Source: an optimization exercise on an open RTL-to-GDS flow (aim: a short achievable clock period and few clock cycles). Production flows keep margins and buffers that such runs may drop.
Power figures rest on the tool's default switching activity, not on a simulated workload.

==> flow/design.v <==
module icache_nway_lru #(
   parameter int ADDR_W = 32,
   parameter int WAYS   = 4,
   parameter int SETS   = 4,
   parameter int WPL    = 2,
   parameter int PAGE   = 12
) (
   input  logic                clk,
   input  logic                reset,
   input  logic                proc_req,
   input  logic [ADDR_W-1:0]   address_from_proc,
   input  logic                flush,
   output logic [31:0]         data_to_proc,
   output logic                proc_resp_valid,
   output logic                hit_miss,
   output logic                busy,
   output logic                ram_req,
   output logic [ADDR_W-1:0]   address_to_ram,
   input  logic [32*WPL-1:0]   data_from_ram,
   input  logic                ram_access_done
);
   localparam int WSEL_W = $clog2(WPL);
   localparam int OFF    = WSEL_W + 2;
   localparam int IDX_W  = $clog2(SETS);
   localparam int TAG_W  = ADDR_W - OFF - IDX_W;
   localparam int LO_W   = PAGE - OFF - IDX_W;    
   localparam int HI_W   = TAG_W - LO_W;          
   localparam int NPAIR  = WAYS * (WAYS - 1) / 2;
   localparam int HALF   = WAYS / 2;    
   logic [SETS-1:0][WAYS-1:0]                  valid_q;
   logic [SETS-1:0][WAYS-1:0]                  use_q;    
   logic [SETS-1:0][WAYS-1:0][TAG_W-1:0]       tag_q;
   logic [SETS-1:0][WAYS-1:0][WPL-1:0][31:0]   line_q;
   logic [SETS-1:0][NPAIR-1:0]                 ord_q;
   logic [SETS-1:0][WAYS-1:0]                  vic_q;
   logic [HI_W-1:0]                            page_q;   
   logic [ADDR_W-1:OFF]     addr_q;       
   logic [TAG_W-1:0]        req_tag_q;    
   logic [SETS-1:0]         req_set_q;    
   logic [WSEL_W-1:0]       req_word_q;
   logic [SETS-1:0][WAYS-1:0] hit_line_q;  
   logic                    again_q;      
   logic                    ram_req_q;    
   logic                    resp_a_n_q;   
   logic                    resp_b_n_q;   
   logic                    hit_miss_q;
   logic                    flush_pend_q;  
   logic [31:0]             word_a_n_q;   
   logic [31:0]             word_b_n_q;
   logic refill;    
   logic resp;      
   assign refill = ram_req_q;
   assign resp   = !(resp_a_n_q && resp_b_n_q);
   logic [TAG_W-1:0]          in_tag;
   logic [HI_W-1:0]           in_page;
   logic [LO_W-1:0]           in_lo;
   logic [IDX_W-1:0]          in_idx;
   logic [WSEL_W-1:0]         in_word;
   logic [SETS-1:0]           in_set;
   logic                      first;      
   logic                      flush_now;  
   logic                      page_ok;    
   logic                      look;       
   logic [SETS-1:0][WAYS-1:0] line_hit;
   logic                      hit_a;      
   logic                      hit_b;
   logic [31:0]               word_a;
   logic [31:0]               word_b;
   assign in_tag    = address_from_proc[ADDR_W-1:OFF+IDX_W];
   assign in_page   = in_tag[TAG_W-1:LO_W];
   assign in_lo     = in_tag[LO_W-1:0];
   assign in_idx    = address_from_proc[OFF+IDX_W-1:OFF];
   assign in_word   = address_from_proc[OFF-1:2];
   assign first     = proc_req && !refill && !again_q;
   assign flush_now = (flush || flush_pend_q) && !refill && !again_q;
   assign page_ok   = (in_page == page_q);
   assign look      = (first && !flush_now && page_ok) || again_q;
   always_comb begin
      for (int s = 0; s < SETS; s++)
         in_set[s] = (in_idx == IDX_W'(s));
   end
   logic [WAYS-1:0][LO_W-1:0] way_lo;
   logic [WAYS-1:0]           way_use;
   logic [WAYS-1:0][31:0]     way_word;
   logic [WAYS-1:0]           way_hit;
   always_comb begin
      for (int w = 0; w < WAYS; w++) begin
         way_lo[w]   = tag_q[in_idx][w][LO_W-1:0];
         way_use[w]  = use_q[in_idx][w];
         way_word[w] = line_q[in_idx][w][in_word];
         way_hit[w]  = way_use[w] && (way_lo[w] == in_lo);
      end
      for (int s = 0; s < SETS; s++)
         for (int w = 0; w < WAYS; w++)
            line_hit[s][w] = in_set[s] && way_hit[w];
   end
   always_comb begin
      hit_a  = 1'b0;
      hit_b  = 1'b0;
      word_a = '0;
      word_b = '0;
      for (int w = 0; w < WAYS; w++)
         if (w < HALF) begin
            hit_a  = hit_a || way_hit[w];
            word_a = word_a | ({32{way_hit[w]}} & way_word[w]);
         end else begin
            hit_b  = hit_b || way_hit[w];
            word_b = word_b | ({32{way_hit[w]}} & way_word[w]);
         end
   end
   logic              done;
   logic              upd;        
   logic [WAYS-1:0]   hit_way;    
   logic [WAYS-1:0]   cur_valid;
   logic [NPAIR-1:0]  cur_ord;
   logic [WAYS-1:0]   cur_vic;
   logic [WAYS-1:0]   acc;        
   logic [WAYS-1:0]   nxt_valid;
   logic [NPAIR-1:0]  nxt_ord;
   logic [WAYS-1:0]   lru;
   logic [WAYS-1:0]   nxt_vic;
   assign done = refill && ram_access_done;
   assign upd  = done || (resp && !hit_miss_q);
   always_comb begin
      hit_way = '0;
      for (int s = 0; s < SETS; s++)
         hit_way = hit_way | hit_line_q[s];
   end
   always_comb begin
      cur_valid = '0;
      cur_ord   = '0;
      cur_vic   = '0;
      for (int s = 0; s < SETS; s++)
         if (req_set_q[s]) begin
            cur_valid = cur_valid | valid_q[s];
            cur_ord   = cur_ord   | ord_q[s];
            cur_vic   = cur_vic   | vic_q[s];
         end
   end
   assign acc       = refill ? cur_vic : hit_way;
   assign nxt_valid = cur_valid | acc;
   always_comb begin
      int p;
      nxt_ord = cur_ord;
      p = 0;
      for (int i = 0; i < WAYS; i++)
         for (int j = i + 1; j < WAYS; j++) begin
            if (acc[i])      nxt_ord[p] = 1'b0;
            else if (acc[j]) nxt_ord[p] = 1'b1;
            p++;
         end
   end
   always_comb begin
      int p;
      lru = '1;
      p = 0;
      for (int i = 0; i < WAYS; i++)
         for (int j = i + 1; j < WAYS; j++) begin
            if (nxt_ord[p]) lru[j] = 1'b0;
            else            lru[i] = 1'b0;
            p++;
         end
   end
   always_comb begin
      logic found;
      nxt_vic = '0;
      found   = 1'b0;
      for (int w = 0; w < WAYS; w++)
         if (!nxt_valid[w] && !found) begin
            nxt_vic[w] = 1'b1;
            found      = 1'b1;
         end
      if (!found) nxt_vic = lru;
   end
   logic new_page;    
   assign new_page = first && !page_ok;
   always_ff @(posedge clk) begin
      addr_q     <= address_from_proc[ADDR_W-1:OFF];
      hit_line_q <= line_hit;
      word_a_n_q <= refill ? ~data_from_ram[32*req_word_q +: 32] : ~word_a;
      word_b_n_q <= refill ? '1 : ~word_b;
      if (first) begin
         req_tag_q  <= in_tag;
         req_set_q  <= in_set;
         req_word_q <= in_word;
      end
   end
   always_ff @(posedge clk) begin
      if (!reset) begin
         ram_req_q    <= 1'b0;
         resp_a_n_q   <= 1'b1;
         resp_b_n_q   <= 1'b1;
         again_q      <= 1'b0;
         hit_miss_q   <= 1'b1;
         flush_pend_q <= 1'b0;
         page_q       <= '0;
      end else begin
         resp_a_n_q <= !((look && hit_a) || done);
         resp_b_n_q <= !(look && hit_b);
         hit_miss_q <= refill;
         again_q    <= new_page && !flush_now;
         if (refill) ram_req_q <= !ram_access_done;
         else        ram_req_q <= (first && flush_now) || (look && !(hit_a || hit_b));
         if (refill || again_q) flush_pend_q <= flush_pend_q || flush;
         else                   flush_pend_q <= 1'b0;
         if (new_page) page_q <= in_page;
      end
   end
   logic clear;
   assign clear = !reset || flush_now;
   always_ff @(posedge clk) begin
      for (int s = 0; s < SETS; s++) begin
         if (clear) begin
            valid_q[s] <= '0;
            use_q[s]   <= '0;
            ord_q[s]   <= '0;
            vic_q[s]   <= WAYS'(1);
         end else begin
            if (new_page) begin
               for (int w = 0; w < WAYS; w++)
                  use_q[s][w] <= valid_q[s][w] && (tag_q[s][w][TAG_W-1:LO_W] == in_page);
            end
            if (upd && req_set_q[s]) begin
               valid_q[s] <= nxt_valid;
               ord_q[s]   <= nxt_ord;
               vic_q[s]   <= nxt_vic;
               if (refill) use_q[s] <= use_q[s] | acc;
            end
         end
      end
   end
   always_ff @(posedge clk) begin
      for (int s = 0; s < SETS; s++)
         for (int w = 0; w < WAYS; w++)
            if (reset && done && req_set_q[s] && vic_q[s][w]) begin
               tag_q[s][w]  <= req_tag_q;
               line_q[s][w] <= data_from_ram;
            end
   end
   assign data_to_proc    = ~(word_a_n_q & word_b_n_q);
   assign proc_resp_valid = resp;
   assign hit_miss        = hit_miss_q;
   assign busy            = refill;
   assign ram_req         = refill;
   assign address_to_ram  = {addr_q, OFF'(0)};
endmodule
Settings: LEC_CHECK=0, ABC_CLOCK_PERIOD_IN_PS=2000, CAP_MARGIN=20, CORE_MARGIN=2, CORE_UTILIZATION=40, SETUP_SLACK_MARGIN=5, SLEW_MARGIN=20; clock period 8.5 ns.
standard.sh (not shown) runs the stock make flow with config.mk's settings and CLKGATE_MAP_FILE= SYNTH_SCRIPT=/design/flow/synth_recipe.tcl, a recipe that flattens the netlist after the stock synthesis.
==> flow/flow/run.sh <==
#!/bin/bash
# Standard layout, with timing repair aiming further below the clock period and
# a few slow multi-input OR/NOR cells kept out of synthesis and repair.
set -euo pipefail
base=$(make -s -C "$FLOW_HOME" DESIGN_CONFIG="$PWD/config.mk" print-DONT_USE_CELLS | sed -n 's/^DONT_USE_CELLS: //p')
extra="sky130_fd_sc_hd__or3_1 sky130_fd_sc_hd__or3_2 sky130_fd_sc_hd__or3_4 sky130_fd_sc_hd__or3b_1 sky130_fd_sc_hd__or3b_2 sky130_fd_sc_hd__or3b_4 sky130_fd_sc_hd__or4_1 sky130_fd_sc_hd__or4_2 sky130_fd_sc_hd__or4_4 sky130_fd_sc_hd__or4b_1 sky130_fd_sc_hd__or4b_2 sky130_fd_sc_hd__or4b_4 sky130_fd_sc_hd__or4bb_1 sky130_fd_sc_hd__or4bb_2 sky130_fd_sc_hd__or4bb_4"
bash standard.sh SETUP_SLACK_MARGIN=6 "DONT_USE_CELLS=$base $extra"  finish > orfs_make.log 2>&1
The first run produced a clean layout.
Then changed:
--- a/flow/design.v
+++ b/flow/design.v
@@ -2,9 +2,10 @@
    parameter int ADDR_W = 32,
    parameter int WAYS   = 4,
    parameter int SETS   = 4,
    parameter int WPL    = 2,
-   parameter int PAGE   = 12
+   parameter int PAGE   = 12,
+   parameter int LDUP   = 2
 ) (
    input  logic                clk,
    input  logic                reset,
    input  logic                proc_req,
@@ -33,8 +34,16 @@
    logic [SETS-1:0][WAYS-1:0][WPL-1:0][31:0]   line_q;
    logic [SETS-1:0][NPAIR-1:0]                 ord_q;
    logic [SETS-1:0][WAYS-1:0]                  vic_q;
    logic [HI_W-1:0]                            page_q;   
+   logic [LDUP-1:0][SETS-1:0][WAYS-1:0][LO_W-1:0] lo_q;  
+   logic [LDUP-1:0][LO_W-1:0] lo_mask;
+   for (genvar gk = 0; gk < LDUP; gk++) begin : g_lo_mask_k
+      for (genvar gb = 0; gb < LO_W; gb++) begin : g_lo_mask_b
+         assign lo_mask[gk][gb] = (gk == 1) || (gk == 2 && gb % 2 == 0) ||
+                                  (gk == 3 && gb % 2 == 1);
+      end
+   end
    logic [ADDR_W-1:OFF]     addr_q;       
    logic [TAG_W-1:0]        req_tag_q;    
    logic [SETS-1:0]         req_set_q;    
    logic [WSEL_W-1:0]       req_word_q;
@@ -78,35 +87,46 @@
    always_comb begin
       for (int s = 0; s < SETS; s++)
          in_set[s] = (in_idx == IDX_W'(s));
    end
-   logic [WAYS-1:0][LO_W-1:0] way_lo;
-   logic [WAYS-1:0]           way_use;
-   logic [WAYS-1:0][31:0]     way_word;
-   logic [WAYS-1:0]           way_hit;
+   logic [LDUP-1:0][SETS-1:0][WAYS-1:0] line_hit_k;
+   always_comb begin
+      for (int k = 0; k < LDUP; k++)
+         for (int s = 0; s < SETS; s++)
+            for (int w = 0; w < WAYS; w++)
+               line_hit_k[k][s][w] = in_set[s] && use_q[s][w] &&
+                                     ((lo_q[k][s][w] ^ lo_mask[k]) == in_lo);
+   end
+   assign line_hit = line_hit_k[0];
+   localparam int SLICE = 32 / LDUP;
+   logic [WAYS-1:0][31:0]           cand;
+   logic [LDUP-1:0][WAYS-1:0]       way_hit_k;
    always_comb begin
       for (int w = 0; w < WAYS; w++) begin
-         way_lo[w]   = tag_q[in_idx][w][LO_W-1:0];
-         way_use[w]  = use_q[in_idx][w];
-         way_word[w] = line_q[in_idx][w][in_word];
-         way_hit[w]  = way_use[w] && (way_lo[w] == in_lo);
-      end
-      for (int s = 0; s < SETS; s++)
-         for (int w = 0; w < WAYS; w++)
-            line_hit[s][w] = in_set[s] && way_hit[w];
-   end
-   always_comb begin
+         cand[w] = '0;
+         for (int s = 0; s < SETS; s++)
+            cand[w] = cand[w] | ({32{in_set[s]}} & line_q[s][w][in_word]);
+         for (int k = 0; k < LDUP; k++) begin
+            way_hit_k[k][w] = 1'b0;
+            for (int s = 0; s < SETS; s++)
+               way_hit_k[k][w] = way_hit_k[k][w] || line_hit_k[k][s][w];
+         end
+      end
       hit_a  = 1'b0;
       hit_b  = 1'b0;
       word_a = '0;
       word_b = '0;
       for (int w = 0; w < WAYS; w++)
          if (w < HALF) begin
-            hit_a  = hit_a || way_hit[w];
-            word_a = word_a | ({32{way_hit[w]}} & way_word[w]);
+            hit_a = hit_a || way_hit_k[0][w];
+            for (int k = 0; k < LDUP; k++)
+               word_a[k*SLICE +: SLICE] = word_a[k*SLICE +: SLICE] |
+                  ({SLICE{way_hit_k[k][w]}} & cand[w][k*SLICE +: SLICE]);
          end else begin
-            hit_b  = hit_b || way_hit[w];
-            word_b = word_b | ({32{way_hit[w]}} & way_word[w]);
+            hit_b = hit_b || way_hit_k[LDUP-1][w];
+            for (int k = 0; k < LDUP; k++)
+               word_b[k*SLICE +: SLICE] = word_b[k*SLICE +: SLICE] |
+                  ({SLICE{way_hit_k[k][w]}} & cand[w][k*SLICE +: SLICE]);
          end
    end
    logic              done;
    logic              upd;        
@@ -233,8 +253,10 @@
       for (int s = 0; s < SETS; s++)
          for (int w = 0; w < WAYS; w++)
             if (reset && done && req_set_q[s] && vic_q[s][w]) begin
                tag_q[s][w]  <= req_tag_q;
+               for (int k = 0; k < LDUP; k++)
+                  lo_q[k][s][w] <= req_tag_q[LO_W-1:0] ^ lo_mask[k];
                line_q[s][w] <= data_from_ram;
             end
    end
    assign data_to_proc    = ~(word_a_n_q & word_b_n_q);
After rerunning: Core utilization went down by 2.2 points; register-to-register slack improves by 980 ps; routed wire length went down by 29%; design area went down by 6.6%; via count went down by 20%; worst setup slack improves by 1400 ps; cell count went down by 9.5%; synthesized area went down by 2.4%; first-iteration DRC count went down by 48%; clock power went down by about 0.5%.
Function was not checked in any run of this note: the RTL went through the layout flow alone.

==> separate check: timing with driven ports <==
Ports are ideal in the flow. The routed layouts listed here were re-timed in OpenROAD.
Step 1, drivers: a clkbuf_16 drives clk and a buf_2 each remaining input, both assumed.
Step 2, shift: input delay + t, output delay - t, t = (earliest + latest rising clock arrival at the registers) / 2. This alone moves slack from input paths to output paths.
Slacks: ideal / step 1 / step 2; pairs: ideal / step 1.
run	shift t [ns]	slack for setup (ns)	latest minus earliest clock arrival (ns)	slew at the worst register clock pin (ns)	worst data-port slew with drivers (ns)
the first run	0.913	4.034 / 3.853 / 2.940	0.061 / 0.062	0.07 / 0.07	0.30
the second run	0.903	5.397 / 5.314 / 4.577	0.035 / 0.035	0.07 / 0.07	0.34
After both steps every run listed still meets setup and hold. The setup slack of the first run, which loses most, moves by -0.181 ns with the drivers and by -1.094 ns with both steps.
